Context: an optimization exercise on an open-source flow, tuned for small area, a short achievable clock period and few clock cycles per item. The choices shown serve that exercise and are no tape-out recipe. The RTL was checked by simulation tests, not by an equivalence proof against the original design. Power figures rest on the tool's default switching activity, not on a simulated workload.

===== flow/config.mk =====
export PLATFORM = sky130hd
export DESIGN_NAME = array_doubly_linked_list_top
export DESIGN_NICKNAME = array_doubly_linked_list_top
export VERILOG_FILES = /design/flow/design.v
export SDC_FILE = /design/flow/constraint.sdc
export NUM_CORES = 4
export LEC_CHECK = 0
export CAP_MARGIN = 20
export CORE_MARGIN = 2
export CORE_UTILIZATION = 40
export SLEW_MARGIN = 20

===== flow/constraint.sdc =====
create_clock -name core_clock -period 7.0 [get_ports {i_clk}]
set_input_delay 1.4000 -clock core_clock [delete_from_list [all_inputs] [get_ports {i_clk}]]
set_output_delay 1.4000 -clock core_clock [all_outputs]
set_load 0.01 [all_outputs]

===== flow/design.v =====
`timescale 1ns / 1ps
package adll_pkg;
    localparam int REQ_W    = 3;
    localparam int RANK_W   = 6;
    localparam int VALUE_W  = 32;
    localparam int STATUS_W = 2;
    localparam int RSLOT_W  = RANK_W + 1;
    localparam logic [REQ_W-1:0] REQ_PUSH_FRONT = 3'd0;
    localparam logic [REQ_W-1:0] REQ_PUSH_BACK  = 3'd1;
    localparam logic [REQ_W-1:0] REQ_DELETE     = 3'd2;
    localparam logic [REQ_W-1:0] REQ_INS_LEFT   = 3'd3;
    localparam logic [REQ_W-1:0] REQ_INS_RIGHT  = 3'd4;
    localparam logic [REQ_W-1:0] REQ_READ_OUT   = 3'd5;
    localparam logic [STATUS_W-1:0] ST_OK    = 2'd0;
    localparam logic [STATUS_W-1:0] ST_FULL  = 2'd1;
    localparam logic [STATUS_W-1:0] ST_DEAD  = 2'd2;
    localparam logic [STATUS_W-1:0] ST_EMPTY = 2'd3;
    localparam int HEAD_SLOT  = 0;
    localparam int TAIL_SLOT  = 1;
    localparam int FIRST_FREE = 2;
    typedef struct packed {
        logic                latch;        
        logic                rd_en;        
        logic                rd_follow;    
        logic                link1;        
        logic                link2;        
        logic                del;          
        logic                out_load;     
        logic [STATUS_W-1:0] out_status;
        logic                out_use_value;
        logic                out_last;
    } t_cmd;
    typedef struct packed {
        logic [REQ_W-1:0] req;
        logic             live;        
        logic             full;        
        logic             ptr_tail;    
        logic             walk_last;   
        logic             out_free;    
    } t_sts;
endpackage
`timescale 1ns / 1ps
import adll_pkg::*;
module array_doubly_linked_list_top (
    input  logic                       i_clk,
    input  logic                       i_rst_n,
    input  logic                       i_req_valid,
    output logic                       o_req_ready,
    input  logic        [REQ_W-1:0]    i_req_type,
    input  logic        [RANK_W-1:0]   i_node_rank,
    input  logic signed [VALUE_W-1:0]  i_item_value,
    output logic                       o_res_valid,
    input  logic                       i_res_ready,
    output logic signed [VALUE_W-1:0]  o_read_value,
    output logic        [STATUS_W-1:0] o_status,
    output logic                       o_last
);
    localparam int N  = 62;                  
    localparam int RW = RANK_W;
    localparam int VW = VALUE_W;
    localparam logic [RW-1:0] RANK_FULL = RW'(N + 1);
    logic                r_ready;
    logic                r_rq_v;             
    logic                r_rq_new;           
    logic [REQ_W-1:0]    r_rq_type;
    logic [RW-1:0]       r_rq_rank;
    logic [VW-1:0]       r_rq_val;           
    logic [N-1:0][RW-1:0] r_pos;
    logic [RW-1:0]        r_len;
    logic [RW-1:0]        r_next;            
    logic [N:1][VW-1:0]   r_val;
    logic                 r_ro_act;          
    logic [RW-1:0]        r_ro_rem;          
    logic                r_o_v;
    logic [VW-1:0]       r_o_val;
    logic [STATUS_W-1:0] r_o_st;
    logic                r_o_last;
    logic                r_s_v;
    logic [VW-1:0]       r_s_val;
    logic [STATUS_W-1:0] r_s_st;
    logic                r_s_last;
    logic is_pf, is_pb, is_del, is_insl, is_insr, is_rd, is_ins, is_none;
    assign is_pf   = (r_rq_type == REQ_PUSH_FRONT);
    assign is_pb   = (r_rq_type == REQ_PUSH_BACK);
    assign is_del  = (r_rq_type == REQ_DELETE);
    assign is_insl = (r_rq_type == REQ_INS_LEFT);
    assign is_insr = (r_rq_type == REQ_INS_RIGHT);
    assign is_rd   = (r_rq_type == REQ_READ_OUT);
    assign is_ins  = is_pf | is_pb | is_insl | is_insr;
    assign is_none = (r_rq_type[2:1] == 2'b11);
    logic full, len0, len1;
    assign full = (r_next == RANK_FULL);
    assign len0 = (r_len == '0);
    assign len1 = (r_len == RW'(1));
    logic go;
    assign go = r_rq_v && !r_ro_act && !r_s_v;
    logic [N:0]   lt;                        
    logic [N-1:0] m;                         
    always_comb begin
        for (int i = 0; i <= N; i++) lt[i] = (RW'(i) < r_len);
        for (int i = 0; i < N; i++)  m[i]  = lt[i] && (r_pos[i] == r_rq_rank);
    end
    logic [N-1:0] pre [0:6];
    always_comb begin
        pre[0] = m;
        for (int l = 0; l < 6; l++) begin
            for (int i = 0; i < N; i++) begin
                if (((i >> l) & 1) == 1)
                    pre[l+1][i] = pre[l][i] | pre[l][((i >> l) << l) - 1];
                else
                    pre[l+1][i] = pre[l][i];
            end
        end
    end
    logic [N-1:0] ge;
    logic         found;
    assign ge    = pre[6];
    assign found = ge[N-1];
    logic ins_en, del_en, ro_first, ro_cont, ro_step, alloc, ro_last;
    assign ins_en   = go && is_ins && !full;
    assign del_en   = go && is_del;
    assign ro_first = go && is_rd && !len0;
    assign ro_cont  = r_ro_act && !r_s_v;
    assign ro_step  = ro_first || ro_cont;
    assign alloc    = ins_en && (is_pf || is_pb || found);
    assign ro_last  = r_ro_act ? (r_ro_rem == RW'(1)) : len1;
    logic [N-1:0] g;
    always_comb begin
        for (int i = 0; i < N; i++)
            g[i] = is_pf || (is_pb && !lt[i]) || (is_insl && ge[i]) ||
                   (is_insr && (i > 0 ? ge[(i > 0 ? i - 1 : 0)] : 1'b0));
    end
    logic [RW-1:0] bus;
    assign bus = ro_step ? r_pos[0] : r_next;
    logic [N-1:0][RW-1:0] pos_n;
    always_comb begin
        for (int i = 0; i < N; i++) begin
            logic ld, sr, sl;
            logic [RW-1:0] below, above;
            below = (i > 0)     ? r_pos[(i > 0 ? i - 1 : 0)] : '0;
            above = (i < N - 1) ? r_pos[(i < N - 1 ? i + 1 : 0)] : '0;
            ld = (ins_en && ((is_pf && i == 0) ||
                             (is_pb && !lt[i] && (i == 0 || lt[(i > 0 ? i - 1 : 0)])) ||
                             (is_insl && m[i]) ||
                             (is_insr && i > 0 && m[(i > 0 ? i - 1 : 0)]))) ||
                 (ro_step && lt[i] && !lt[i+1]);
            sr = ins_en && i > 0 && g[(i > 0 ? i - 1 : 0)];
            sl = (del_en && ge[i]) || (ro_step && lt[i+1]);
            if (ld)      pos_n[i] = bus;
            else if (sr) pos_n[i] = below;
            else if (sl) pos_n[i] = above;
            else         pos_n[i] = r_pos[i];
        end
    end
    always_ff @(posedge i_clk) begin
        r_pos <= pos_n;
    end
    always_ff @(posedge i_clk) begin
        for (int k = 1; k <= N; k++) begin
            if (r_rq_new && r_next == RW'(k)) r_val[k] <= r_rq_val;
        end
    end
    logic [VW-1:0] rd_val;
    always_comb begin
        rd_val = '0;
        for (int k = 1; k <= N; k++) begin
            if (r_pos[0] == RW'(k)) rd_val = rd_val | r_val[k];
        end
    end
    logic                push;
    logic [VW-1:0]       p_val;
    logic [STATUS_W-1:0] p_st;
    logic                p_last;
    assign push   = (go && !is_none) || ro_cont;
    assign p_val  = ro_step ? rd_val : '0;
    assign p_last = ro_step ? ro_last : 1'b1;
    always_comb begin
        p_st = ST_OK;
        if (!ro_cont) begin
            if (is_rd) begin
                if (len0) p_st = ST_EMPTY;
            end else if (is_del) begin
                if (!found) p_st = ST_DEAD;
            end else if ((is_insl || is_insr) && !found) begin
                p_st = ST_DEAD;
            end else if (full) begin
                p_st = ST_FULL;
            end
        end
    end
    logic blocked, s_v_n, rq_v_n, ro_act_n;
    assign blocked  = r_o_v && !i_res_ready;
    assign s_v_n    = blocked && (r_s_v || push);
    assign rq_v_n   = (r_ready && i_req_valid) || (r_rq_v && !go);
    assign ro_act_n = ro_first ? !len1 : (ro_cont ? (r_ro_rem != RW'(1)) : r_ro_act);
    always_ff @(posedge i_clk) begin
        if (!i_rst_n) begin
            r_ready  <= 1'b1;
            r_rq_v   <= 1'b0;
            r_rq_new <= 1'b0;
            r_len    <= '0;
            r_next   <= RW'(1);
            r_ro_act <= 1'b0;
            r_o_v    <= 1'b0;
            r_s_v    <= 1'b0;
        end else begin
            r_ready  <= !rq_v_n || (!s_v_n && !ro_act_n);
            r_rq_v   <= rq_v_n;
            r_rq_new <= r_ready && i_req_valid;
            r_len    <= r_len + RW'(alloc) - RW'(del_en && found);
            r_next   <= r_next + RW'(alloc);
            r_ro_act <= ro_act_n;
            r_o_v    <= !blocked ? (r_s_v || push) : 1'b1;
            r_s_v    <= s_v_n;
        end
    end
    always_ff @(posedge i_clk) begin
        r_rq_val <= i_item_value;
        if (r_ready) begin
            r_rq_type <= i_req_type;
            r_rq_rank <= i_node_rank;
        end
        if (ro_first) begin
            r_ro_rem <= r_len - RW'(1);
        end else if (ro_cont) begin
            r_ro_rem <= r_ro_rem - RW'(1);
        end
        if (!blocked) begin
            r_o_val  <= r_s_v ? r_s_val  : p_val;
            r_o_st   <= r_s_v ? r_s_st   : p_st;
            r_o_last <= r_s_v ? r_s_last : p_last;
        end
        if (blocked && push) begin
            r_s_val  <= p_val;
            r_s_st   <= p_st;
            r_s_last <= p_last;
        end
    end
    assign o_req_ready  = r_ready;
    assign o_res_valid  = r_o_v;
    assign o_read_value = r_o_val;
    assign o_status     = r_o_st;
    assign o_last       = r_o_last;
endmodule

===== flow/run.sh =====
#!/bin/bash
# synth_recipe.tcl (not shown) runs the flow's synth.tcl, then flattens the netlist and writes it again
# the make line also repeats each setting of config.mk as NAME=value (left out here)
make -C /OpenROAD-flow-scripts/flow DESIGN_CONFIG=/design/flow/config.mk WORK_HOME=/design/flow/orfs CLKGATE_MAP_FILE= SYNTH_SCRIPT=/design/flow/synth_recipe.tcl finish

==> results of run 1 <==
layer usage:
layer  global-route usage, %  vias to the layer above  share of wire (%)
met2                    46.2                     6911                 43
met3                    10.4                     1275                 15
met4                    14.9                       16                5.3
met1                    43.1                    38200                 37
met5                   0.397                        -              0.053
li1                        -                    29400                  -
area by class of cell:
cell class,instances,area (µm²),area share [%]
Antenna cell,50,125,0.104
Inverter,26,97.6,0.0808
Clock inverter,89,856,0.708
Tap cell,3515,4400,3.64
Sequential cell,2491,74300,61.5
Multi-Input combinational cell,4203,30000,24.9
Timing Repair Buffer,382,3290,2.72
Clock buffer,381,7700,6.37
registers in the layout, summed over array words and instances (netlist names):
register   count
r_rq_v         1
r_rq_val      32
r_ro_act       1
r_ready        1
r_o_v          1
r_o_val       32
r_rq_type      3
r_rq_new       1
r_pos        372
r_s_v          1
r_s_last       1
r_val       1984
r_ro_rem       6
r_len          6
r_s_val       32
r_next         6
r_o_st         2
r_o_last       1
r_s_st         2
r_rq_rank      6
path summary, 6_finish.rpt:
check | startpoint | slack, ns | cells after the start | to
setup / recovery | r_len[2] | 1.18 | 20 | r_len[4]
hold reg to reg | r_s_val[26] | 0.51 | 1 | r_o_val[26]
hold / removal | r_s_val[26] | 0.51 | 1 | r_o_val[26]
setup reg to reg | r_len[2] | 1.18 | 20 | r_len[4]
cells by family (layout without fill, tap and decap cells):
logic type / count (synthesis) / after routing / share of synthesized area, %
flip-flops: 2491 / 2491 / 70.5
buffers and inverters: 509 / 878 / 2.18
XOR/XNOR: 387 / 387 / 3.21
AND/OR/NAND/NOR: 1578 / 1578 / 7.34
multiplexers: 330 / 330 / 3.14
adder cells (fa/ha/maj): 27 / 27 / 0.327
AO/OA/AOI/OAI: 1881 / 1881 / 13.3
other: 0 / 50 / 0
Yosys cell counts, types with 54 or more instances:
cell type / number
xnor2_1: 196
mux2i_1: 324
clkbuf_1: 346
edfxtp_1: 2441
a21oi_1: 374
a22oi_1: 487
nand2_1: 254
a221oi_1: 345
nand3_1: 130
o21ai_0: 122
nor3_1: 196
nand4_1: 197
a22o_1: 269
nor2_1: 537
buf_1: 54
xor2_1: 191
nor4_1: 69
worst register-to-register path: stages (launching register included):
cell	delay (ns)
dfxtp_1	0.37
inv_1	0.19
ha_1	0.69
buf_4	0.38
a21bo_2	0.24
a21oi_1	0.12
and3_1	0.29
or4_1	0.61
nor3_2	0.57
nand2b_1	0.26
nor3_2	0.34
nor2_1	0.13
ha_1	0.28
inv_1	0.06
ha_1	0.16
inv_1	0.06
fa_1	0.42
o21bai_1	0.15
a21oi_1	0.10
xor2_1	0.14
and2_1	0.15
through the flow:
stage                     cells  total power, mW  hold WS [ns]  cell area, µm²
after global routing      11100             34.6         0.540          121000
final                     11100             33.9         0.508          121000
after floorplan            7203             18.9         0.464          105000
after global placement    10600             19.9         0.507          112000
after detailed placement  10600             20.0         0.510          112000
after CTS                 11100             33.8         0.519          121000
where the power goes:
part	leakage, nW	internal [mW]	total [mW]	switching (mW)
clock	4.18	8.23	14.1	5.92
sequential	22.5	16.7	17.0	0.352
combinational	12.3	0.843	2.78	1.94
==> impl_metrics.ini, run 1 <==
[run_status]
status = complete, no violations

[synthesis]
avgSynthCellArea_um2 = 14.6
count_of_flip_flops_with_a_built_in_enable_after_synthesis = 2441
yosys.area.top_type = edfxtp_1
synth_sequential_area_ratio_pct = 70.5
synth_area_leaders = edfxtp_1, a22oi_1, mux2i_1
synthCells = 7203
mappedNetlistNets = 7275
post-synth-top-area-fraction_pct = 69.5
synth_warnings = 2
postSynth.asyncResetShare_pct = 0
mapped_cell_area_mm2 = 0.105
synth_cell_type_count = 115
synth_ff_type = edfxtp_1
postSynthRegisterBits = 2491

[global_route]
grt_antenna_before_repair = 31
grt_pass1_vias = 70200
grt_pass1_wl_um = 587000
overflow = 0
total_track_usage_pct = 31.8
pin_count_of_the_biggest_net_entering_global_routing = 63

[clock_tree]
cts_buffer_depth = 4
cts-hold-fix-buffers = 0
worst_setup_hold_path_clk_slew_ns = 0.06
cts_tree = yes
clock_tree.htree_level_count = 5
clock_insertion_delay_worst_skew_ns = 0.94
cts_setup_buffers = 0
cts_buffers = 281
root_buffer = clkbuf_16
clock_sink_count = 2491
post_cts_sizing = 0

[sta]
setup-tns-final_ns = 0
finalCriticalPeriod_ns = 5.82
final-max-slew-violation-count = 0
setup_viol_count_final = 0
max_slew.worst_pin.slew_ns = 1.34
max_freq_mhz = 172
timing.final.ws_setup_ns = 1.18
number_of_failing_hold_endpoints_at_the_final_stage = 0
timing.slew.headroom_pct = 10.4
fin_skew_ns = 0.0862
share_of_the_clock_period_used_by_the_worst_path_after_layout_pct = 83.2
unrepaired_setup_endpoints_after_global_routing = false

[detailed_routing]
wirelength_um = 437000
number_of_vias_in_the_routed_layout = 75800
ant_nets = 0
post-route-drc-count = 0
drt_pre_antenna_iters = 9
vias_per_inst = 6.81
drt_iter0_markers = 16000
post_drt_wl_per_cell_um = 39.2

[power]
leakage_power_total_nw = 39.0
irDropWorstVdd_v = 0.000291
p_per_area_mw_per_mm2 = 281

[die]
core-area_mm2 = 0.262
initial_utilization_pct = 40.2
rows = 188
die_x_um = 517
num_io_pins = 82
die_span_in_y_um = 517
die_area_mm2 = 0.268

[finish]
area_growth_from_synthesis_to_final_layout_pct = 14.6
nFillCells = 22700
final_layout_size_suffix_gt1_share_pct = 12.4
final_nets = 7457
utilization_pct = 46.1
leading_cell_type_in_the_layout_fill_and_taps_excluded = edfxtp_1
layout_common_cells = edfxtp_1, a22oi_1, nor2_1

[placed_design]
pre_cts_ws_ns = 1.34
port_buffers = 81
dp_hpwl_um = 255000
gp_routability_congestion = 0.960

[flow_run]
maxCapViolations = 0

[critical_path]
start_kind = flop
crit_path_end_kind = flop
critical-path-slowest-cell = ha_1
critPathKind = flop to flop
cp_top_family = simple AND/OR/NAND/NOR gates
timing.critical_path.required_ns = 7.79
cp.buffers_inverters = 4
critical_path.max_stage_delay_ns = 0.69
timing.critical_path.cells = inv_1, ha_1, buf_4, a21bo_2, a21oi_1, and3_1, or4_1, nor3_2, nand2b_1, nor3_2, nor2_1, ha_1, inv_1, ha_1, inv_1, fa_1, o21bai_1, a21oi_1, xor2_1, and2_1
path_max_fanout = 17
worst-endpoint-arrival_ns = 6.61

[min_path]
min-delay-path-class = flop to flop
Testbench counts, summed over its fixed seeds: cycles 9,566, items 3,840.
==> run 2: changes to the inputs <==
--- a/flow/design.v
+++ b/flow/design.v
@@ -97,7 +97,8 @@
     logic [N:0]   lt;                        
     logic [N-1:0] m;                         
+    logic [N-1:0] r_match;
     always_comb begin
         for (int i = 0; i <= N; i++) lt[i] = (RW'(i) < r_len);
-        for (int i = 0; i < N; i++)  m[i]  = lt[i] && (r_pos[i] == r_rq_rank);
+        for (int i = 0; i < N; i++)  m[i]  = lt[i] && r_match[i];
     end
     logic [N-1:0] pre [0:6];
@@ -133,5 +134,14 @@
     logic [RW-1:0] bus;
     assign bus = ro_step ? r_pos[0] : r_next;
+    logic [RW-1:0] nxt_rank;
+    logic [N-1:0]  src_m;
+    logic          src_new;
+    assign nxt_rank = r_ready ? i_node_rank : r_rq_rank;
+    always_comb begin
+        for (int i = 0; i < N; i++) src_m[i] = r_ready ? (r_pos[i] == i_node_rank) : r_match[i];
+        src_new = ro_step ? src_m[0] : (nxt_rank == r_next);
+    end
     logic [N-1:0][RW-1:0] pos_n;
+    logic [N-1:0]         match_n;
     always_comb begin
         for (int i = 0; i < N; i++) begin
@@ -151,8 +161,13 @@
             else if (sl) pos_n[i] = above;
             else         pos_n[i] = r_pos[i];
-        end
-    end
-    always_ff @(posedge i_clk) begin
-        r_pos <= pos_n;
+            if (ld)      match_n[i] = src_new;
+            else if (sr) match_n[i] = (i > 0)     ? src_m[(i > 0 ? i - 1 : 0)]     : 1'b0;
+            else if (sl) match_n[i] = (i < N - 1) ? src_m[(i < N - 1 ? i + 1 : 0)] : 1'b0;
+            else         match_n[i] = src_m[i];
+        end
+    end
+    always_ff @(posedge i_clk) begin
+        r_pos   <= pos_n;
+        r_match <= match_n;
     end
     always_ff @(posedge i_clk) begin
@@ -189,4 +204,8 @@
         end
     end
+    logic [RW-1:0] len_inc, len_dec, next_inc;
+    assign len_inc  = r_len + RW'(1);
+    assign len_dec  = r_len - RW'(1);
+    assign next_inc = r_next + RW'(1);
     logic blocked, s_v_n, rq_v_n, ro_act_n;
     assign blocked  = r_o_v && !i_res_ready;
@@ -208,6 +227,10 @@
             r_rq_v   <= rq_v_n;
             r_rq_new <= r_ready && i_req_valid;
-            r_len    <= r_len + RW'(alloc) - RW'(del_en && found);
-            r_next   <= r_next + RW'(alloc);
+            if (alloc) begin
+                r_len  <= len_inc;
+                r_next <= next_inc;
+            end else if (del_en && found) begin
+                r_len  <= len_dec;
+            end
             r_ro_act <= ro_act_n;
             r_o_v    <= !blocked ? (r_s_v || push) : 1'b1;
--- a/flow/config.mk
+++ b/flow/config.mk
@@ -6,6 +6,9 @@
 export NUM_CORES = 4
 export LEC_CHECK = 0
+export ABC_CLOCK_PERIOD_IN_PS = 2500
 export CAP_MARGIN = 20
 export CORE_MARGIN = 2
-export CORE_UTILIZATION = 40
+export CORE_UTILIZATION = 55
+export SETUP_SLACK_MARGIN = 4.2
 export SLEW_MARGIN = 20
+export TNS_END_PERCENT = 100
==> run 2 against run 1 <==
Global-route usage grew 17 points. Final area rose by 19%. Worst setup slack better by 1.9 ns. Critical path depth fell by 9. Utilization grew 27 points. Synthesized cell count increased by 4.8%. Sequential share of layout area decreased by 8.9 points. Still clean. Clock-buffer cell count is 2 higher. Sequential cell count increased by 62. First-iteration DRC count rose by 8.5%. Die area shrank 24%.
==> impl_metrics.ini, run 2 <==
[finish]
number_of_flip_flops_in_the_largest_register = 1984
leading_cell_type_in_the_layout_fill_and_taps_excluded = edfxtp_1
utilization_pct = 72.7
layout_common_cells = edfxtp_1, a22oi_1, mux2i_1
area_growth_from_synthesis_to_final_layout_pct = 31.3
final_nets = 8694
layout_top_registers = r_val: 1984 flops, r_pos: 372 flops, r_match: 62 flops
largest_register = r_val
final_layout_size_suffix_gt1_share_pct = 31.6

[clock_tree]
cts-hold-fix-buffers = 0
worst_setup_hold_path_clk_slew_ns = 0.06
cts_buffer_depth = 4
cts_tree = yes
clock_insertion_delay_worst_skew_ns = 0.98
clock_tree.htree_level_count = 5
clock_sink_count = 2553
cts_buffers = 283
root_buffer = clkbuf_16

[die]
die_x_um = 450
num_io_pins = 82
die_span_in_y_um = 450
initial_utilization_pct = 55.4
core-area_mm2 = 0.198
rows = 163
die_area_mm2 = 0.203

[sta]
finalCriticalPeriod_ns = 3.93
setup-tns-final_ns = 0
share_of_the_clock_period_used_by_the_worst_path_after_layout_pct = 56.2
max_freq_mhz = 254
fin_skew_ns = 0.0937
timing.slew.headroom_pct = 17.4
final-max-slew-violation-count = 0
unrepaired_setup_endpoints_after_global_routing = true
max_slew.worst_pin.slew_ns = 1.24
worst_hold_slack_ns = 0.494
number_of_failing_hold_endpoints_at_the_final_stage = 0
setup_viol_count_final = 0
timing.final.ws_setup_ns = 3.07

[synthesis]
avgSynthCellArea_um2 = 14.5
synth_area_leaders = edfxtp_1, a22oi_1, mux2i_1
mappedNetlistNets = 7604
synth_cell_type_count = 111
ys_top_cells_by_count = edfxtp_1, a22oi_1, mux2i_1
postSynth.asyncResetShare_pct = 0
mapped_cell_area_mm2 = 0.109
synth_warnings = 2
post-synth-top-area-fraction_pct = 66.8
synth_sequential_area_ratio_pct = 69.0
synthMostInstantiatedCell = edfxtp_1
postSynthRegisterBits = 2553
synthCells = 7550
synth_ff_type = edfxtp_1
count_of_flip_flops_with_a_built_in_enable_after_synthesis = 2435
yosys.area.top_type = edfxtp_1

[power]
irDropWorstVdd_v = 0.000293
power.share.clock_pct = 44.1
power_frac_seq_pct = 52.6
leakage_power_total_nw = 50.4
p_per_area_mw_per_mm2 = 224
power_switching_share_pct = 21.6
power_report.internal_total_mw = 25.3
totalPowerFinal_mw = 32.2
power.net_switching_mw = 6.96
pwr-share-comb_pct = 3.4

[critical_path]
crit_path_end_kind = flop
timing.critical_path.required_ns = 7.75
critPathKind = flop to flop
cp.buffers_inverters = 2
timing.critical_path.cells = buf_12, or2_2, nand3_1, nand4_1, or4_4, or3_4, or3_4, a32oi_4, buf_12, nor3_4, a221oi_2
critical-path-slowest-cell = or4_4
critical_path.max_stage_delay_ns = 0.62
reg2reg_slack_ns = 3.07
start_kind = flop
worst-endpoint-arrival_ns = 4.68
path_max_fanout = 33
cp_top_family = simple AND/OR/NAND/NOR gates

[placed_design]
pre_cts_ws_ns = 1.99
gp_routability_congestion = 0.980
dp_hpwl_um = 262000
port_buffers = 81

[detailed_routing]
drt_iter0_markers = 17400
drt_pre_antenna_iters = 13
vias_per_inst = 7.55
number_of_vias_in_the_routed_layout = 86800
post_drt_wl_per_cell_um = 44.6
wirelength_um = 513000
ant_nets = 0
post-route-drc-count = 0

[run_status]
status = complete, no violations

[min_path]
min-delay-path-class = flop to flop

[global_route]
grt_pass1_vias = 79700
pin_count_of_the_biggest_net_entering_global_routing = 63
overflow = 0
grt_pass1_wl_um = 671000
total_track_usage_pct = 48.5
grt_antenna_before_repair = 38

[flow_run]
maxCapViolations = 0
-- run 2: what timing repair did --
action	4_1_cts	5_1_grt
gates cloned	72	16
resized for setup	1518	540
buffers inserted	662	216
endpoints found under the setup margin	2097	1188
pin swaps	456	296
-- run 2: kinds of logic after synthesis --
family / share of synthesized area [%]
simple gates: 6.82
compound gates: 13.0
fa+ha+maj: 0.103
buf+inv: 2.08
xor+xnor: 3.11
flops: 69.0
mux: 5.92
-- run 2: final timing paths --
check                     from            to  cells after the start
setup reg to reg      r_len[4]    r_pos[287]                     11
hold reg to reg   r_rq_rank[4]  r_rq_rank[4]                      1
hold / removal    r_rq_rank[4]  r_rq_rank[4]                      1
setup / recovery      r_len[4]    r_pos[287]                     11
-- run 2: worst reg2reg max path, cell delays in order, from the launching register on --
cell and delay (ns):
dfxtp_4 0.44, buf_12 0.23, or2_2 0.39, nand3_1 0.24
nand4_1 0.22, or4_4 0.62, or3_4 0.44, or3_4 0.39
a32oi_4 0.32, buf_12 0.18, nor3_4 0.05, a221oi_2 0.22
-- run 2: power groups by stage --
| stage | Combinational (mW) | Clock [mW] | Sequential, mW |
|---|---|---|---|
| finish | 1.08 | 14.2 | 16.9 |
| global route | 1.11 | 14.7 | 16.9 |
| CTS | 0.962 | 14.1 | 16.9 |
| detailed placement | 0.765 | 0 | 17.3 |
| global placement | 0.756 | 0 | 17.3 |
| floorplan | 0.454 | 0 | 17.2 |
-- run 2: per-stage QoR --
| stage | std cells | instance area (µm²) |
|---|---|---|
| after floorplan | 7550 | 111000 |
| after global placement | 10000 | 116000 |
| after detailed placement | 10000 | 116000 |
| after CTS | 11200 | 139000 |
| after global routing | 11500 | 144000 |
| final | 11500 | 144000 |
-- run 2: cell type report --
| cell class | instances | area, µm² |
|---|---|---|
| sequential | 2553 | 75600 |
| fill | 12400 | 54000 |
| multi-input combinational | 4436 | 39900 |
| timing repair buffer | 1314 | 16100 |
| clock buffer | 383 | 7780 |
| tap | 2640 | 3300 |
| clock inverter | 103 | 746 |
| inverter | 51 | 221 |
| antenna | 21 | 52.6 |
| timing repair inverter | 1 | 8.76 |
-- run 2: metal layers --
metal	routed length (µm)	GRT usage [%]	part of all wire, %
met5	280	0.497	0.055
met4	46800	32.7	9.1
met3	85500	20.0	17
met2	207000	67.2	40
met1	173000	62.1	34
Testbench counts of run 2, summed over its fixed seeds: cycles 9,566, items 3,840.
==> run 3: changes to the inputs <==
--- a/flow/design.v
+++ b/flow/design.v
@@ -95,10 +95,19 @@
     logic go;
     assign go = r_rq_v && !r_ro_act && !r_s_v;
+    function automatic logic gt_const(input logic [RW-1:0] v, input int c);
+        logic r;
+        r = 1'b0;
+        for (int b = 0; b < RW; b++) begin
+            if (((c >> b) & 1) == 1) r = v[b] & r;
+            else                     r = v[b] | r;
+        end
+        gt_const = r;
+    endfunction
     logic [N:0]   lt;                        
     logic [N-1:0] m;                         
     logic [N-1:0] r_match;
     always_comb begin
-        for (int i = 0; i <= N; i++) lt[i] = (RW'(i) < r_len);
-        for (int i = 0; i < N; i++)  m[i]  = lt[i] && r_match[i];
+        for (int i = 0; i <= N; i++) lt[i] = gt_const(r_len, i);
+        m = r_match;
     end
     logic [N-1:0] pre [0:6];
@@ -139,5 +148,5 @@
     assign nxt_rank = r_ready ? i_node_rank : r_rq_rank;
     always_comb begin
-        for (int i = 0; i < N; i++) src_m[i] = r_ready ? (r_pos[i] == i_node_rank) : r_match[i];
+        for (int i = 0; i < N; i++) src_m[i] = r_ready ? (lt[i] && r_pos[i] == i_node_rank) : r_match[i];
         src_new = ro_step ? src_m[0] : (nxt_rank == r_next);
     end
@@ -249,13 +258,19 @@
             r_ro_rem <= r_ro_rem - RW'(1);
         end
-        if (!blocked) begin
-            r_o_val  <= r_s_v ? r_s_val  : p_val;
-            r_o_st   <= r_s_v ? r_s_st   : p_st;
-            r_o_last <= r_s_v ? r_s_last : p_last;
-        end
         if (blocked && push) begin
             r_s_val  <= p_val;
             r_s_st   <= p_st;
             r_s_last <= p_last;
+        end
+    end
+    always_ff @(posedge i_clk or negedge i_rst_n) begin
+        if (!i_rst_n) begin
+            r_o_val  <= '0;
+            r_o_st   <= ST_OK;
+            r_o_last <= 1'b0;
+        end else if (!blocked) begin
+            r_o_val  <= r_s_v ? r_s_val  : p_val;
+            r_o_st   <= r_s_v ? r_s_st   : p_st;
+            r_o_last <= r_s_v ? r_s_last : p_last;
         end
     end
--- a/flow/config.mk
+++ b/flow/config.mk
@@ -9,6 +9,7 @@
 export CAP_MARGIN = 20
 export CORE_MARGIN = 2
-export CORE_UTILIZATION = 55
-export SETUP_SLACK_MARGIN = 4.2
+export CORE_UTILIZATION = 45
+export CTS_CLUSTER_DIAMETER = 100
+export CTS_CLUSTER_SIZE = 27
 export SLEW_MARGIN = 20
 export TNS_END_PERCENT = 100
==> run 3 against run 2 <==
Still clean. Synthesized cell count is 18% higher. First-iteration DRC count is 11% lower. Sequential cell count stayed put. Critical path type unchanged. Critical endpoint is now r_pos[339]. Highest routed layer unchanged.
==> impl_metrics.ini, run 3 <==
[detailed_routing]
number_of_vias_in_the_routed_layout = 84100
ant_nets = 0
wirelength_um = 442000
drt_iter0_markers = 15400
post-route-drc-count = 0
post_drt_wl_per_cell_um = 36.7
vias_per_inst = 6.99
drt_pre_antenna_iters = 6

[clock_tree]
cts_tree = yes
cts_buffers = 107
clock_insertion_delay_worst_skew_ns = 0.88
cts_buffer_depth = 3
clock_tree.htree_level_count = 3
post_cts_sizing = 0
cts_setup_buffers = 0
worst_setup_hold_path_clk_slew_ns = 0.11
root_buffer = clkbuf_16
cts-hold-fix-buffers = 0
clock_sink_count = 2553

[global_route]
grt_antenna_before_repair = 13
grt_pass1_wl_um = 614000
grt_pass1_vias = 79200
total_track_usage_pct = 33.2
pin_count_of_the_biggest_net_entering_global_routing = 169
overflow = 0

[synthesis]
synth_area_leaders = edfxtp_1, nand3_1, mux2i_1
synth_cell_type_count = 104
synth_sequential_area_ratio_pct = 66.1
synth_warnings = 2
mapped_cell_area_mm2 = 0.114
ys_top_cells_by_count = edfxtp_1, nand3_1, clkbuf_1
synthCells = 8906
synthMostInstantiatedCell = edfxtp_1
postSynth.asyncResetShare_pct = 1.37
avgSynthCellArea_um2 = 12.8
synth_ff_type = edfxtp_1
count_of_flip_flops_with_a_built_in_enable_after_synthesis = 2400
mappedNetlistNets = 8964
yosys.area.top_type = edfxtp_1
postSynthRegisterBits = 2553
post-synth-top-area-fraction_pct = 63.2

[power]
irDropWorstVdd_v = 0.000215
leakage_power_total_nw = 39.0
p_per_area_mw_per_mm2 = 213

[finish]
layout_common_cells = edfxtp_1, nand3_1, mux2i_1
area_growth_from_synthesis_to_final_layout_pct = 7.42
layout_top_registers = r_val: 1984 flops, r_pos: 372 flops, r_match: 62 flops
utilization_pct = 48.7
number_of_flip_flops_in_the_largest_register = 1984
final_layout_size_suffix_gt1_share_pct = 7.65
final_nets = 8633
final_design_area_no_fill_mm2 = 0.122
leading_cell_type_in_the_layout_fill_and_taps_excluded = edfxtp_1
largest_register = r_val

[critical_path]
reg2reg_slack_ns = 2.15
crit_path_end_kind = flop
path_max_fanout = 24
timing.critical_path.cells = nor4_1, nand3_1, or4_1, buf_4, nor4_1, o22a_1, nor2b_1, nand2_1
crit-reg2reg-launch = r_match[12]
critPathKind = flop to flop
timing.critical_path.required_ns = 7.49
start_kind = flop
critical-path-slowest-cell = nor4_1
startpoint = r_match[12]
critical_path.max_stage_delay_ns = 0.84
crit_top_cell = nor4_1
worst-endpoint-arrival_ns = 5.34

[sta]
unrepaired_setup_endpoints_after_global_routing = false
fin_skew_ns = 0.0986
share_of_the_clock_period_used_by_the_worst_path_after_layout_pct = 69.3
max_freq_mhz = 206
timing.slew.headroom_pct = 15.6
number_of_failing_hold_endpoints_at_the_final_stage = 0
setup-tns-final_ns = 0
final-max-slew-violation-count = 0
max_slew.worst_pin.slew_ns = 1.27
finalCriticalPeriod_ns = 4.85
setup_viol_count_final = 0

[placed_design]
gp_routability_congestion = 0.994
dp_hpwl_um = 252000
port_buffers = 81
placed_cell_area_mm2 = 0.119

[min_path]
min-delay-path-class = flop to flop
hold_sp = r_rq_rank[4]

[die]
num_io_pins = 82
core-area_mm2 = 0.252
die_area_mm2 = 0.257
initial_utilization_pct = 45.3
die_x_um = 507
die_span_in_y_um = 507
rows = 184

[flow_run]
maxCapViolations = 0

[run_status]
status = complete, no violations
## run 3: changes by cell type after synthesis, moves of 207 or more
| cell | before | now |
|---|---|---|
| clkbuf_1 | 398 | 656 |
| xnor2_1 | 32 | 240 |
| nand3_1 | 148 | 1995 |
| a22oi_1 | 859 | 67 |
| nand4_1 | 155 | 578 |
| xor2_1 | 357 | 150 |
## run 3: logic make-up (layout without fill, tap and decap cells)
kind of cell / Yosys count / after routing / synth area share [%]
buf+inv: 800 / 564 / 2.67
simple gates: 3679 / 3679 / 17.0
compound gates: 798 / 798 / 5.19
other cells: 0 / 7 / 0
flops: 2553 / 2553 / 66.1
xor+xnor: 390 / 390 / 3.00
fa+ha+maj: 13 / 13 / 0.143
mux: 673 / 673 / 5.97
## run 3: final timing paths
kind,end,depth (start not counted)
setup / recovery,r_pos[339],8
hold / removal,r_rq_rank[4],2
setup reg to reg,r_pos[339],8
hold reg to reg,r_rq_rank[4],2
max in group asynchronous,r_o_st[0],2
min in group asynchronous,r_o_val[31],2
## run 3: cell type report
class | instances | area (µm²)
antenna | 7 | 17.5
timing repair buffer | 327 | 2970
clock inverter | 19 | 303
fill | 21800 | 129000
multi-input combinational | 5553 | 36500
clock buffer | 185 | 3000
inverter | 33 | 126
tap | 3348 | 4190
sequential | 2553 | 75400
## run 3: critical path: cells and delay by family (launching register included)
family          cells  cell delay [ns]
compound gates      1             0.62
buf+inv             1             0.25
flops               1             0.38
simple gates        6             3.24
## run 3: metrics by stage
step           cells  hold slack (ns)  total power [mW]  setup WS [ns]
5_1_grt        12000            0.518              26.6           2.07
4_1_cts        12000            0.495              26.0           2.33
2_1_floorplan   8906            0.444              17.9           2.50
6_report       12000            0.493              26.0           2.15
3_3_place_gp   11800            0.456              18.3           2.44
3_5_place_dp   11800            0.468              18.4           2.42
## run 3: layer usage
metal	vias to the layer above	global-route usage (%)	wire length, µm
li1	34000	-	-
met1	42600	44.7	164000
met2	6204	51.2	198000
met3	1234	6.52	51400
met4	8	17.1	27800
met5	-	0	41
## run 3: report_power, final
| part | internal (mW) | leakage [nW] | switching (mW) | total [mW] |
|---|---|---|---|---|
| sequential | 16.7 | 23.0 | 0.220 | 17.0 |
| clock | 3.06 | 1.56 | 4.91 | 7.97 |
| combinational | 0.319 | 14.4 | 0.754 | 1.07 |
Testbench counts of run 3, summed over its fixed seeds: cycles 9,566, items 3,840.
==> run 4: changes to the inputs <==
--- a/flow/design.v
+++ b/flow/design.v
@@ -185,9 +185,26 @@
         end
     end
+    logic [N:1] r_front;
+    logic [N:1] front_n;
+    logic       ld0, sl0;
+    assign ld0 = (ins_en && (is_pf || (is_pb && !lt[0]) || (is_insl && m[0]))) ||
+                 (ro_step && lt[0] && !lt[1]);
+    assign sl0 = (del_en && ge[0]) || (ro_step && lt[1]);
+    always_comb begin
+        for (int k = 1; k <= N; k++) begin
+            if (ld0 && !ro_step) front_n[k] = (r_next == RW'(k));
+            else if (ld0)        front_n[k] = r_front[k];
+            else if (sl0)        front_n[k] = (r_pos[1] == RW'(k));
+            else                 front_n[k] = r_front[k];
+        end
+    end
+    always_ff @(posedge i_clk) begin
+        r_front <= front_n;
+    end
     logic [VW-1:0] rd_val;
     always_comb begin
         rd_val = '0;
         for (int k = 1; k <= N; k++) begin
-            if (r_pos[0] == RW'(k)) rd_val = rd_val | r_val[k];
+            if (r_front[k]) rd_val = rd_val | r_val[k];
         end
     end
--- a/flow/config.mk
+++ b/flow/config.mk
@@ -9,7 +9,8 @@
 export CAP_MARGIN = 20
 export CORE_MARGIN = 2
-export CORE_UTILIZATION = 45
+export CORE_UTILIZATION = 40
 export CTS_CLUSTER_DIAMETER = 100
 export CTS_CLUSTER_SIZE = 27
+export SETUP_SLACK_MARGIN = 3.5
 export SLEW_MARGIN = 20
 export TNS_END_PERCENT = 100
==> run 4 against run 3 <==
Maximum frequency grew 33%. First-iteration DRC count grew 7.6%. Worst hold slack lost 0.0070 ns. Synthesized area shrank 2.5%. Final area grew 0.61%. Clock skew shrank 0.0026 ns. Die area grew 9.7%. Clock-buffer cell count grew 8. Register-to-register slack gained 1.2 ns. Synthesized cell count shrank 15%. Critical endpoint is now r_o_val[21].
==> impl_metrics.ini, run 4 <==
[synthesis]
synth_warnings = 2
mappedNetlistNets = 7618
avgSynthCellArea_um2 = 14.7
synthCells = 7560
postSynthRegisterBits = 2615
yosys.area.top_type = edfxtp_1
synthMostInstantiatedCell = edfxtp_1
ys_top_cells_by_count = edfxtp_1, mux2i_1, a22oi_1
count_of_flip_flops_with_a_built_in_enable_after_synthesis = 2462
post-synth-top-area-fraction_pct = 66.5
synth_sequential_area_ratio_pct = 69.4
synth_area_leaders = edfxtp_1, mux2i_1, a22oi_1
mapped_cell_area_mm2 = 0.111
synth_ff_type = edfxtp_1
synth_cell_type_count = 98
postSynth.asyncResetShare_pct = 1.34

[finish]
final_design_area_no_fill_mm2 = 0.123
largest_register = r_val
post_layout_nonfiller_instances = 11400
final_nets = 7641
number_of_flip_flops_in_the_largest_register = 1984
area_growth_from_synthesis_to_final_layout_pct = 10.8
final_layout_size_suffix_gt1_share_pct = 11.7
utilization_pct = 44.5
nFillCells = 24500
layout_top_registers = r_val: 1984 flops, r_pos: 372 flops
leading_cell_type_in_the_layout_fill_and_taps_excluded = edfxtp_1
layout_common_cells = edfxtp_1, mux2i_1, a22oi_1

[clock_tree]
cts_tree = yes
cts_buffers = 112
clock_sink_count = 2615
root_buffer = clkbuf_16
clock_tree.htree_level_count = 3
cts_buffer_depth = 3
worst_setup_hold_path_clk_slew_ns = 0.11
clock_insertion_delay_worst_skew_ns = 0.89

[sta]
timing.slew.headroom_pct = 11.7
unrepaired_setup_endpoints_after_global_routing = true
worst_hold_slack_ns = 0.486
max_slew.worst_pin.slew_ns = 1.30
finalCriticalPeriod_ns = 3.66
share_of_the_clock_period_used_by_the_worst_path_after_layout_pct = 52.3
number_of_failing_hold_endpoints_at_the_final_stage = 0
final-max-slew-violation-count = 0
max_freq_mhz = 273
setup-tns-final_ns = 0
fin_skew_ns = 0.0959
timing.final.ws_setup_ns = 3.34
setup_viol_count_final = 0

[placed_design]
pre_cts_ws_ns = 2.16
port_buffers = 81
place.detailed.instances = 11100
gp_routability_congestion = 0.974
placed_cell_area_mm2 = 0.118
dp_hpwl_um = 267000

[detailed_routing]
post-route-drc-count = 0
vias_per_inst = 6.99
wirelength_um = 462000
post_drt_wl_per_cell_um = 40.5
drt_iter0_markers = 16600
drt_pre_antenna_iters = 12
number_of_vias_in_the_routed_layout = 79800
ant_nets = 0

[die]
die_x_um = 531
die_area_mm2 = 0.282
die_span_in_y_um = 531
initial_utilization_pct = 40.2
core-area_mm2 = 0.276
num_io_pins = 82
rows = 193

[global_route]
grt_pass1_wl_um = 621000
use_met1_pct = 40.2
grt.met2_usage_pct = 48.3
grt_antenna_before_repair = 29
globalRoute.busiestLayer = met2
pin_count_of_the_biggest_net_entering_global_routing = 132
grt_pass1_vias = 74000
use_met3_pct = 8.42
total_track_usage_pct = 31.8
overflow = 0

[critical_path]
crit_path_end_kind = flop
worst-endpoint-arrival_ns = 4.36
timing.critical_path.required_ns = 7.70
critPathKind = flop to flop
path_max_fanout = 17
start_kind = flop

[flow_run]
maxCapViolations = 0

[min_path]
min-delay-path-class = flop to flop

[power]
p_per_area_mw_per_mm2 = 221
totalPowerFinal_mw = 27.2
leakage_power_total_nw = 39.7
irDropWorstVdd_v = 0.000234

[run_status]
status = complete, no violations
run 4: power by group:
group | switching (mW) | internal [mW]
Combinational | 0.923 | 0.431
Sequential | 0.239 | 17.2
Clock | 5.16 | 3.27
Total | 6.32 | 20.9
run 4: final cells by class:
type	count	area (µm²)	share of cell area, %
diodes	22	55.1	0.0447
clock buffers	193	3160	2.56
clock inverters	21	399	0.324
inverters	33	130	0.106
multi-input cells	4377	33500	27.2
flip-flops and latches	2615	77200	62.7
well taps	3705	4640	3.76
repair buffers	444	4020	3.26
run 4: layer usage:
| metal | share of wire [%] | routed length, µm |
|---|---|---|
| met4 | 7.9 | 36300 |
| met3 | 14 | 62700 |
| met1 | 35 | 161000 |
| met2 | 44 | 202000 |
| met5 | 0.014 | 63 |
run 4: critical path, cell delays in order, from the launching register on:
cell	delay, ns
edfxtp_1	0.85
buf_4	0.51
a22o_1	0.28
a221oi_1	0.24
nand4_1	0.13
nor3_1	0.94
a21oi_1	0.22
a21oi_1	0.18
o21ai_0	0.10
run 4: final timing paths:
path                              startpoint  depth (start not counted)            to  slack, ns
worst max-delay path             r_front[30]                          8   r_o_val[21]       3.34
worst min-delay path            r_rq_rank[4]                          2  r_rq_rank[4]       0.49
worst max register to register   r_front[30]                          8   r_o_val[21]       3.34
worst min register to register  r_rq_rank[4]                          2  r_rq_rank[4]       0.49
max in group asynchronous            i_rst_n                          2    r_o_val[0]       6.05
min in group asynchronous            i_rst_n                          2   r_o_val[13]       0.50
run 4: repair_timing:
action,CTS,global route
buffers inserted,34,25
hold endpoints to repair,0,0
gates cloned,3,2
endpoints found under the setup margin,1152,627
hold buffers,0,0
resized for setup,148,88
pin swaps,18,14
run 4: cells by family after synthesis:
family          synth area share [%]
buf+inv                         1.99
mux                             5.94
xor+xnor                        3.06
simple gates                    6.27
compound gates                  13.2
flops                           69.4
fa+ha+maj                      0.146
Testbench counts of run 4, summed over its fixed seeds: cycles 9,566, items 3,840.
==> run 5: changes to the inputs <==
--- a/flow/design.v
+++ b/flow/design.v
@@ -63,5 +63,4 @@
     logic                r_rq_v;             
     logic                r_rq_new;           
-    logic [REQ_W-1:0]    r_rq_type;
     logic [RW-1:0]       r_rq_rank;
     logic [VW-1:0]       r_rq_val;           
@@ -80,15 +79,17 @@
     logic [STATUS_W-1:0] r_s_st;
     logic                r_s_last;
+    logic [6:0] r_dec;
+    logic [6:0] dec_in, dec_n;
+    assign dec_in = {i_req_type[2:1] == 2'b11, i_req_type == REQ_READ_OUT,
+                     i_req_type == REQ_INS_RIGHT, i_req_type == REQ_INS_LEFT,
+                     i_req_type == REQ_DELETE, i_req_type == REQ_PUSH_BACK,
+                     i_req_type == REQ_PUSH_FRONT};
+    assign dec_n  = r_ready ? dec_in : r_dec;
     logic is_pf, is_pb, is_del, is_insl, is_insr, is_rd, is_ins, is_none;
-    assign is_pf   = (r_rq_type == REQ_PUSH_FRONT);
-    assign is_pb   = (r_rq_type == REQ_PUSH_BACK);
-    assign is_del  = (r_rq_type == REQ_DELETE);
-    assign is_insl = (r_rq_type == REQ_INS_LEFT);
-    assign is_insr = (r_rq_type == REQ_INS_RIGHT);
-    assign is_rd   = (r_rq_type == REQ_READ_OUT);
+    assign {is_none, is_rd, is_insr, is_insl, is_del, is_pb, is_pf} = r_dec;
     assign is_ins  = is_pf | is_pb | is_insl | is_insr;
-    assign is_none = (r_rq_type[2:1] == 2'b11);
+    logic r_full;                            
     logic full, len0, len1;
-    assign full = (r_next == RANK_FULL);
+    assign full = r_full;
     assign len0 = (r_len == '0);
     assign len1 = (r_len == RW'(1));
@@ -127,10 +128,11 @@
     assign ge    = pre[6];
     assign found = ge[N-1];
+    logic r_ins_en, r_del_en, r_ro_step;
     logic ins_en, del_en, ro_first, ro_cont, ro_step, alloc, ro_last;
-    assign ins_en   = go && is_ins && !full;
-    assign del_en   = go && is_del;
+    assign ins_en   = r_ins_en;              
+    assign del_en   = r_del_en;              
     assign ro_first = go && is_rd && !len0;
     assign ro_cont  = r_ro_act && !r_s_v;
-    assign ro_step  = ro_first || ro_cont;
+    assign ro_step  = r_ro_step;             
     assign alloc    = ins_en && (is_pf || is_pb || found);
     assign ro_last  = r_ro_act ? (r_ro_rem == RW'(1)) : len1;
@@ -239,4 +241,8 @@
     assign rq_v_n   = (r_ready && i_req_valid) || (r_rq_v && !go);
     assign ro_act_n = ro_first ? !len1 : (ro_cont ? (r_ro_rem != RW'(1)) : r_ro_act);
+    logic go_n, full_n, len0_n;
+    assign go_n   = rq_v_n && !ro_act_n && !s_v_n;
+    assign full_n = alloc ? (r_next == RW'(N)) : r_full;
+    assign len0_n = alloc ? 1'b0 : ((del_en && found) ? len1 : len0);
     always_ff @(posedge i_clk) begin
         if (!i_rst_n) begin
@@ -249,5 +255,13 @@
             r_o_v    <= 1'b0;
             r_s_v    <= 1'b0;
+            r_full   <= 1'b0;
+            r_ins_en <= 1'b0;
+            r_del_en <= 1'b0;
+            r_ro_step <= 1'b0;
         end else begin
+            r_full   <= full_n;
+            r_ins_en <= go_n && (dec_n[0] || dec_n[1] || dec_n[3] || dec_n[4]) && !full_n;
+            r_del_en <= go_n && dec_n[2];
+            r_ro_step <= (go_n && dec_n[5] && !len0_n) || (ro_act_n && !s_v_n);
             r_ready  <= !rq_v_n || (!s_v_n && !ro_act_n);
             r_rq_v   <= rq_v_n;
@@ -267,5 +281,5 @@
         r_rq_val <= i_item_value;
         if (r_ready) begin
-            r_rq_type <= i_req_type;
+            r_dec     <= dec_in;
             r_rq_rank <= i_node_rank;
         end
--- a/flow/config.mk
+++ b/flow/config.mk
@@ -11,6 +11,6 @@
 export CORE_UTILIZATION = 40
 export CTS_CLUSTER_DIAMETER = 100
-export CTS_CLUSTER_SIZE = 27
-export SETUP_SLACK_MARGIN = 3.5
+export CTS_CLUSTER_SIZE = 24
+export SETUP_SLACK_MARGIN = 4.0
 export SLEW_MARGIN = 20
 export TNS_END_PERCENT = 100
==> run 5 against run 4 <==
Still clean. Clock-buffer cell count is 13 higher. First-iteration DRC count is 0.60% higher. Sequential cell count is 8 higher. Routed wire length is 0.71% lower. Clock power is 7.2% higher. Clock skew is 0.052 ns lower. Final area is 2.2% higher. Worst setup slack better by 0.54 ns. Combinational power is 13% higher. Final cell count hardly changed. Worst hold slack worse by 0.0030 ns. Sequential power hardly changed. Critical path type unchanged. Critical endpoint is now r_pos[292]. Largest power group unchanged.
==> impl_metrics.ini, run 5 <==
[die]
core-area_mm2 = 0.277
die_span_in_y_um = 532
die_x_um = 532
initial_utilization_pct = 40.3
num_io_pins = 82
rows = 193
die_area_mm2 = 0.283

[global_route]
total_track_usage_pct = 31.3
grt_antenna_before_repair = 23
grt_pass1_vias = 73600
overflow = 0
grt_pass1_wl_um = 620000
pin_count_of_the_biggest_net_entering_global_routing = 98

[detailed_routing]
met2_wire_length_um = 200000
post_drt_wl_per_cell_um = 40.2
wirelength_um = 459000
ant_nets = 0
drt_iter0_markers = 16700
vias_per_inst = 6.90
drt_pre_antenna_iters = 7
wl_met1_um = 164000
post-route-drc-count = 0
top_layer = met5
number_of_vias_in_the_routed_layout = 78700
met3_wl_um = 63700

[synthesis]
mappedNetlistNets = 7470
synth_cell_type_count = 101
avgSynthCellArea_um2 = 15.0
synthMostInstantiatedCell = edfxtp_1
synth_area_leaders = edfxtp_1, mux2i_1, a221oi_1
post-synth-top-area-fraction_pct = 66.2
postSynthRegisterBits = 2623
yosys.area.top_type = edfxtp_1
synth_sequential_area_ratio_pct = 69.3
synthCells = 7412
synth_warnings = 2
synth_ff_type = edfxtp_1
postSynth.asyncResetShare_pct = 1.33
count_of_flip_flops_with_a_built_in_enable_after_synthesis = 2460
ys_top_cells_by_count = edfxtp_1, mux2i_1, a221oi_1
mapped_cell_area_mm2 = 0.112

[critical_path]
crit_path_end_kind = flop
start_kind = flop
worst-endpoint-arrival_ns = 3.69
timing.critical_path.required_ns = 7.58
critPathKind = flop to flop
path_max_fanout = 6

[power]
leakage_power_total_nw = 43.4
irDropWorstVdd_v = 0.000226
p_per_area_mw_per_mm2 = 223

[finish]
number_of_flip_flops_in_the_largest_register = 1984
layout_common_cells = edfxtp_1, mux2i_1, a221oi_1
largest_register = r_val
nFillCells = 24100
final_nets = 7648
layout_top_registers = r_val: 1984 flops, r_pos: 372 flops
leading_cell_type_in_the_layout_fill_and_taps_excluded = edfxtp_1
final_layout_size_suffix_gt1_share_pct = 14.6
area_growth_from_synthesis_to_final_layout_pct = 12.9

[sta]
max_slew.worst_pin.slew_ns = 1.25
max_freq_mhz = 321
setup-tns-final_ns = 0
finalCriticalPeriod_ns = 3.12
setup_viol_count_final = 0
worst_hold_slack_ns = 0.483
final-max-slew-violation-count = 0
share_of_the_clock_period_used_by_the_worst_path_after_layout_pct = 44.5
number_of_failing_hold_endpoints_at_the_final_stage = 0
fin_skew_ns = 0.0438
timing.slew.headroom_pct = 16.7
unrepaired_setup_endpoints_after_global_routing = true

[clock_tree]
cts-hold-fix-buffers = 0
clock_insertion_delay_worst_skew_ns = 0.87
clock_sink_count = 2623
cts_buffer_depth = 3
cts_buffers = 131
cts_tree = yes
worst_setup_hold_path_clk_slew_ns = 0.10
root_buffer = clkbuf_16
clock_tree.htree_level_count = 4

[placed_design]
dp_hpwl_um = 256000
port_buffers = 81
gp_routability_congestion = 0.974

[flow_run]
maxCapViolations = 0

[run_status]
status = complete, no violations

[min_path]
min-delay-path-class = flop to flop
-- run 5: cell count changes in the layout (fill, tap and decap cells not counted), moves of 68 or more --
cell	before	now
a21oi_1	241	146
a22oi_1	460	87
and2_1	13	81
buf_6	11	86
mux2i_1	606	707
a22o_1	300	486
nor3_1	142	55
a221oi_1	335	490
-- run 5: worst paths after layout --
check / startpoint / to / slack [ns] / cells after the start
min reg2reg: r_o_val[11] / r_o_val[11] / 0.48 / 2
max: r_match[14] / r_pos[292] / 3.88 / 11
min in group asynchronous: i_rst_n / r_o_val[8] / 0.55 / 1
max reg2reg: r_match[14] / r_pos[292] / 3.88 / 11
min: r_o_val[11] / r_o_val[11] / 0.48 / 2
max in group asynchronous: i_rst_n / r_o_val[23] / 5.24 / 2
-- run 5: cell type report --
| class | count | area [µm²] | share of cell area [%] |
|---|---|---|---|
| tap | 3705 | 4640 | 3.68 |
| sequential | 2623 | 77400 | 61.5 |
| clock inverter | 20 | 365 | 0.290 |
| clock buffer | 206 | 3670 | 2.91 |
| antenna | 11 | 27.5 | 0.0219 |
| inverter | 53 | 220 | 0.175 |
| multi-input combinational | 4225 | 34300 | 27.3 |
| timing repair buffer | 556 | 5260 | 4.18 |
-- run 5: metrics by stage --
| stage | util (%) | std cells | worst slack [ns] | power [mW] | area [µm²] |
|---|---|---|---|---|---|
| floorplan | - | 7412 | 3.97 | 18.5 | 112000 |
| global placement | 42.5 | 10900 | 2.41 | 19.0 | 118000 |
| detailed placement | 42.5 | 10900 | 2.27 | 19.1 | 118000 |
| CTS | 44.9 | 11300 | 3.96 | 27.9 | 124000 |
| global route | 45.4 | 11400 | 3.87 | 28.6 | 126000 |
| finish | 45.4 | 11400 | 3.88 | 28.0 | 126000 |
-- run 5: timing repair --
| item | in CTS | in global routing |
|---|---|---|
| buffers inserted | 136 | 74 |
| gates resized for setup | 367 | 160 |
| endpoints found under the setup margin | 2195 | 1025 |
| pin swaps | 70 | 36 |
| gates cloned | 5 | 0 |
-- run 5: layer usage --
layer | GRT usage [%] | vias to the layer above
met2 | 47.7 | 6688
met5 | 0 | -
met1 | 40.9 | 40100
met4 | 16.5 | 12
met3 | 8.25 | 1483
li1 | - | 30400
-- run 5: where the power goes --
part,internal (mW),switching [mW],leakage (nW)
logic,0.525,1.01,17.7
registers,17.2,0.243,23.8
clock network,3.74,5.29,1.92
total,21.5,6.54,43.4
-- run 5: cells by family (layout without fill, tap and decap cells) --
family | Yosys count | after routing | synth area share [%]
AOI/OAI and AO/OA | 1824 | 1827 | 12.9
DFF | 2623 | 2623 | 69.3
adders and majority gates | 13 | 13 | 0.146
buffers and inverters | 568 | 835 | 1.97
other | 0 | 11 | 0
and+or+nand+nor | 1234 | 1235 | 5.73
muxes | 759 | 759 | 6.86
xor gates and xnor gates | 391 | 391 | 3.07
-- run 5: worst max-delay path, stage by stage (launching register included) --
cell and delay [ns]:
dfxtp_4 0.38, nor4_4 0.29, buf_4 0.18, nand4_4 0.14, buf_12 0.19, buf_6 0.12
or4_4 0.46, buf_12 0.17, buf_6 0.12, o21ai_4 0.13, a31oi_4 0.11, or4b_4 0.57
Testbench counts of run 5, summed over its fixed seeds: cycles 9,566, items 3,840.
==> run 6: changes to the inputs <==
--- a/flow/design.v
+++ b/flow/design.v
@@ -154,4 +154,5 @@
     end
     logic [N-1:0][RW-1:0] pos_n;
+    logic [N-1:0]         pos_we;
     logic [N-1:0]         match_n;
     always_comb begin
@@ -168,16 +169,16 @@
             sr = ins_en && i > 0 && g[(i > 0 ? i - 1 : 0)];
             sl = (del_en && ge[i]) || (ro_step && lt[i+1]);
-            if (ld)      pos_n[i] = bus;
-            else if (sr) pos_n[i] = below;
-            else if (sl) pos_n[i] = above;
-            else         pos_n[i] = r_pos[i];
-            if (ld)      match_n[i] = src_new;
-            else if (sr) match_n[i] = (i > 0)     ? src_m[(i > 0 ? i - 1 : 0)]     : 1'b0;
-            else if (sl) match_n[i] = (i < N - 1) ? src_m[(i < N - 1 ? i + 1 : 0)] : 1'b0;
-            else         match_n[i] = src_m[i];
+            pos_we[i]  = ld | sr | sl;
+            pos_n[i]   = ({RW{ld}} & bus) | ({RW{sr}} & below) | ({RW{sl}} & above);
+            match_n[i] = (ld & src_new) |
+                         (sr & ((i > 0)     ? src_m[(i > 0 ? i - 1 : 0)]     : 1'b0)) |
+                         (sl & ((i < N - 1) ? src_m[(i < N - 1 ? i + 1 : 0)] : 1'b0)) |
+                         (!(ld | sr | sl) & src_m[i]);
         end
     end
     always_ff @(posedge i_clk) begin
-        r_pos   <= pos_n;
+        for (int i = 0; i < N; i++) begin
+            if (pos_we[i]) r_pos[i] <= pos_n[i];
+        end
         r_match <= match_n;
     end
==> run 6 against run 5 <==
Still clean on timing, DRC and antenna. Combinational power fell by 49%. Final cell count shrank 1.7%. Clock skew grew 0.022 ns. Sequential share of layout area rose by 1.3 points. First-iteration DRC count fell by 2.9%. Die area shrank 2.4%. Power fell by 3.5%. Largest cell class unchanged.
==> impl_metrics.ini, run 6 <==
[synthesis]
mappedNetlistNets = 7414
mapped_cell_area_mm2 = 0.109
yosys.area.top_type = edfxtp_1
synth_ff_type = edfxtp_1
synthCells = 7356
avgSynthCellArea_um2 = 14.8
synth_sequential_area_ratio_pct = 71.0
post-synth-top-area-fraction_pct = 67.9
postSynth.asyncResetShare_pct = 1.33
postSynthRegisterBits = 2623
synth_cell_type_count = 85
synth_warnings = 2
synthMostInstantiatedCell = edfxtp_1
ys_top_cells_by_count = edfxtp_1, a221oi_1, a22o_1
count_of_flip_flops_with_a_built_in_enable_after_synthesis = 2460
synth_area_leaders = edfxtp_1, a221oi_1, a22o_1

[finish]
number_of_flip_flops_in_the_largest_register = 1984
final_layout_size_suffix_gt1_share_pct = 14.5
leading_cell_type_in_the_layout_fill_and_taps_excluded = edfxtp_1
post_layout_nonfiller_instances = 11200
final_nets = 7591
area_growth_from_synthesis_to_final_layout_pct = 13.2
layout_common_cells = edfxtp_1, a22o_1, a221oi_1
largest_register = r_val
final_design_area_no_fill_mm2 = 0.123
layout_top_registers = r_val: 1984 flops, r_pos: 372 flops
nFillCells = 23600

[critical_path]
critPathKind = flop to flop
crit_path_end_kind = flop
critical-path-slowest-cell = or3_4
worst-endpoint-arrival_ns = 3.80
critical_path.max_stage_delay_ns = 0.42
timing.critical_path.cells = or3_4, or3_4, o31ai_4, buf_12, nand4_4, buf_4, buf_6, o31a_1, buf_4, a221o_1
timing.critical_path.required_ns = 7.62
start_kind = flop
path_max_fanout = 6

[global_route]
grt.met2_usage_pct = 48.7
grt_pass1_wl_um = 620000
overflow = 0
use_met1_pct = 41.8
grt_pass1_vias = 72800
globalRoute.busiestLayer = met2
grt_antenna_before_repair = 25
pin_count_of_the_biggest_net_entering_global_routing = 65
total_track_usage_pct = 32.3
use_met3_pct = 9.40

[run_status]
status = complete, no violations

[die]
die_x_um = 526
die_area_mm2 = 0.276
core-area_mm2 = 0.271
initial_utilization_pct = 40.2
num_io_pins = 82
rows = 191
die_span_in_y_um = 526

[clock_tree]
clock_insertion_delay_worst_skew_ns = 0.86
cts-hold-fix-buffers = 0
cts_buffer_depth = 3
root_buffer = clkbuf_16
cts_tree = yes
worst_setup_hold_path_clk_slew_ns = 0.10
clock_sink_count = 2623
cts_buffers = 131
clock_tree.htree_level_count = 4

[placed_design]
port_buffers = 81
placed_cell_area_mm2 = 0.115
pre_cts_ws_ns = 2.49
place.detailed.instances = 10700
dp_hpwl_um = 255000
gp_routability_congestion = 0.953

[detailed_routing]
post_drt_wl_per_cell_um = 41.7
vias_per_inst = 7.18
number_of_vias_in_the_routed_layout = 80500
post-route-drc-count = 0
drt_iter0_markers = 16200
drt_pre_antenna_iters = 9
ant_nets = 0
wirelength_um = 467000

[power]
power.net_switching_mw = 5.97
power_report.internal_total_mw = 21.1
power_switching_share_pct = 22.1
power.share.clock_pct = 33.1
leakage_power_total_nw = 38.8
p_per_area_mw_per_mm2 = 219
power_frac_seq_pct = 64.0
irDropWorstVdd_v = 0.000207
pwr-share-comb_pct = 2.9

[sta]
max_slew.worst_pin.slew_ns = 1.30
timing.final.ws_setup_ns = 3.82
setup-tns-final_ns = 0
fin_skew_ns = 0.0662
share_of_the_clock_period_used_by_the_worst_path_after_layout_pct = 45.5
setup_viol_count_final = 0
finalCriticalPeriod_ns = 3.18
final-max-slew-violation-count = 0
timing.slew.headroom_pct = 13.3
number_of_failing_hold_endpoints_at_the_final_stage = 0
max_freq_mhz = 314
unrepaired_setup_endpoints_after_global_routing = true

[min_path]
min-delay-path-class = flop to flop

[flow_run]
maxCapViolations = 0
run 6: cell types whose count changed in the layout (fill, tap and decap cells not counted), sizes merged, moves of 76 or more:
cell and delta:
o21ai +79, nor2 +226, a21oi -80, a221o +261, mux2i -703, a22oi +76
run 6: layout make-up:
type / instances / area [µm²] / share of cell area, %
clock inverters: 23 / 393 / 0.319
clock buffers: 197 / 3570 / 2.90
multi-input cells: 4135 / 31800 / 25.8
inverters: 109 / 435 / 0.353
diodes: 14 / 35.0 / 0.0284
flip-flops and latches: 2623 / 77400 / 62.8
well taps: 3570 / 4470 / 3.63
repair buffers: 533 / 5090 / 4.13
run 6: stage by stage:
stage / util [%] / hold slack [ns] / power [mW]
2_1_floorplan: - / 0.455 / 18.0
3_3_place_gp: 42.4 / 0.462 / 18.3
3_5_place_dp: 42.4 / 0.464 / 18.3
4_1_cts: 44.9 / 0.490 / 26.9
5_1_grt: 45.5 / 0.500 / 27.5
6_report: 45.5 / 0.483 / 27.0
run 6: kinds of logic (layout without fill, tap and decap cells):
kind of cell | Yosys count | after routing | synth area share [%]
compound gates | 2197 | 2207 | 16.4
xor+xnor | 393 | 393 | 3.16
fa+ha+maj | 13 | 13 | 0.149
buf+inv | 610 | 862 | 2.12
flops | 2623 | 2623 | 71.0
mux | 25 | 25 | 0.246
other cells | 0 | 14 | 0
simple gates | 1495 | 1497 | 6.94
run 6: timing repair:
item                                     CTS  global route
cloned                                     9             7
buffers inserted                         147            63
resized for setup                        397           238
pin swaps                                107           115
endpoints found under the setup margin  1967          1378
run 6: power groups by stage:
stage | Sequential [mW] | Clock [mW] | Combinational (mW)
2_1_floorplan | 17.6 | 0 | 0.373
3_3_place_gp | 17.7 | 0 | 0.669
3_5_place_dp | 17.7 | 0 | 0.678
4_1_cts | 17.3 | 8.92 | 0.720
5_1_grt | 17.3 | 9.42 | 0.799
6_report | 17.3 | 8.96 | 0.783
run 6: per-layer routing:
layer / share of wire, % / vias to the layer above
met5: 0.035 / -
met4: 7.2 / 19
met3: 15 / 1660
met2: 43 / 7480
met1: 35 / 40800
li1: - / 30500
run 6: worst paths after layout:
kind                       slack, ns        start          end  cells past startpoint
min                             0.48  r_o_val[16]  r_o_val[16]                      2
min in group asynchronous       1.08      i_rst_n   r_o_val[6]                      2
max reg2reg                     3.82   r_match[2]   r_pos[287]                     10
max in group asynchronous       5.22      i_rst_n  r_o_val[13]                      3
min reg2reg                     0.48  r_o_val[16]  r_o_val[16]                      2
max                             3.82   r_match[2]   r_pos[287]                     10
run 6: worst max-delay path, delay by kind of cell, from the launching register on:
family / cells / cell delay, ns
buffers and inverters: 4 / 0.67
flip-flops: 1 / 0.37
AND/OR/NAND/NOR: 3 / 0.93
AO/OA/AOI/OAI: 3 / 0.97
Testbench counts of run 6, summed over its fixed seeds: cycles 9,566, items 3,840.

[afterwards: timing with drivers on the ports]
The flow's constraints put no driver on any port. The routed layouts listed below were extracted and timed again, unchanged, in two steps.
Step 1: set_driving_cell puts a clkbuf_16 on i_clk and a buf_2 on each other input, an assumption about the parent block.
Step 2 moves the port delays by t, midway between the first and last clock arrival at a register: inputs arrive t later, outputs are due t later. That takes back most of the time a late clock gives input paths.
a / b / c = ideal ports / drivers / drivers and shift; a / b = the first two.
run	t, ns	slack for setup (ns)	clock arrival spread, ns
run 1	1.007	1.178 / 1.178 / 1.178	0.120 / 0.119
run 2	1.048	3.065 / 3.065 / 2.648	0.106 / 0.106
run 3	0.924	2.146 / 2.146 / 2.146	0.106 / 0.106
run 4	0.940	3.342 / 3.342 / 2.640	0.099 / 0.098
run 5	0.942	3.884 / 3.884 / 3.187	0.058 / 0.058
run 6	0.928	3.816 / 3.816 / 3.157	0.075 / 0.075
After both steps setup and hold are still met in every run listed. For run 4, which loses most, drivers alone change the setup slack by 0.000 ns; drivers and shift together by -0.702 ns.
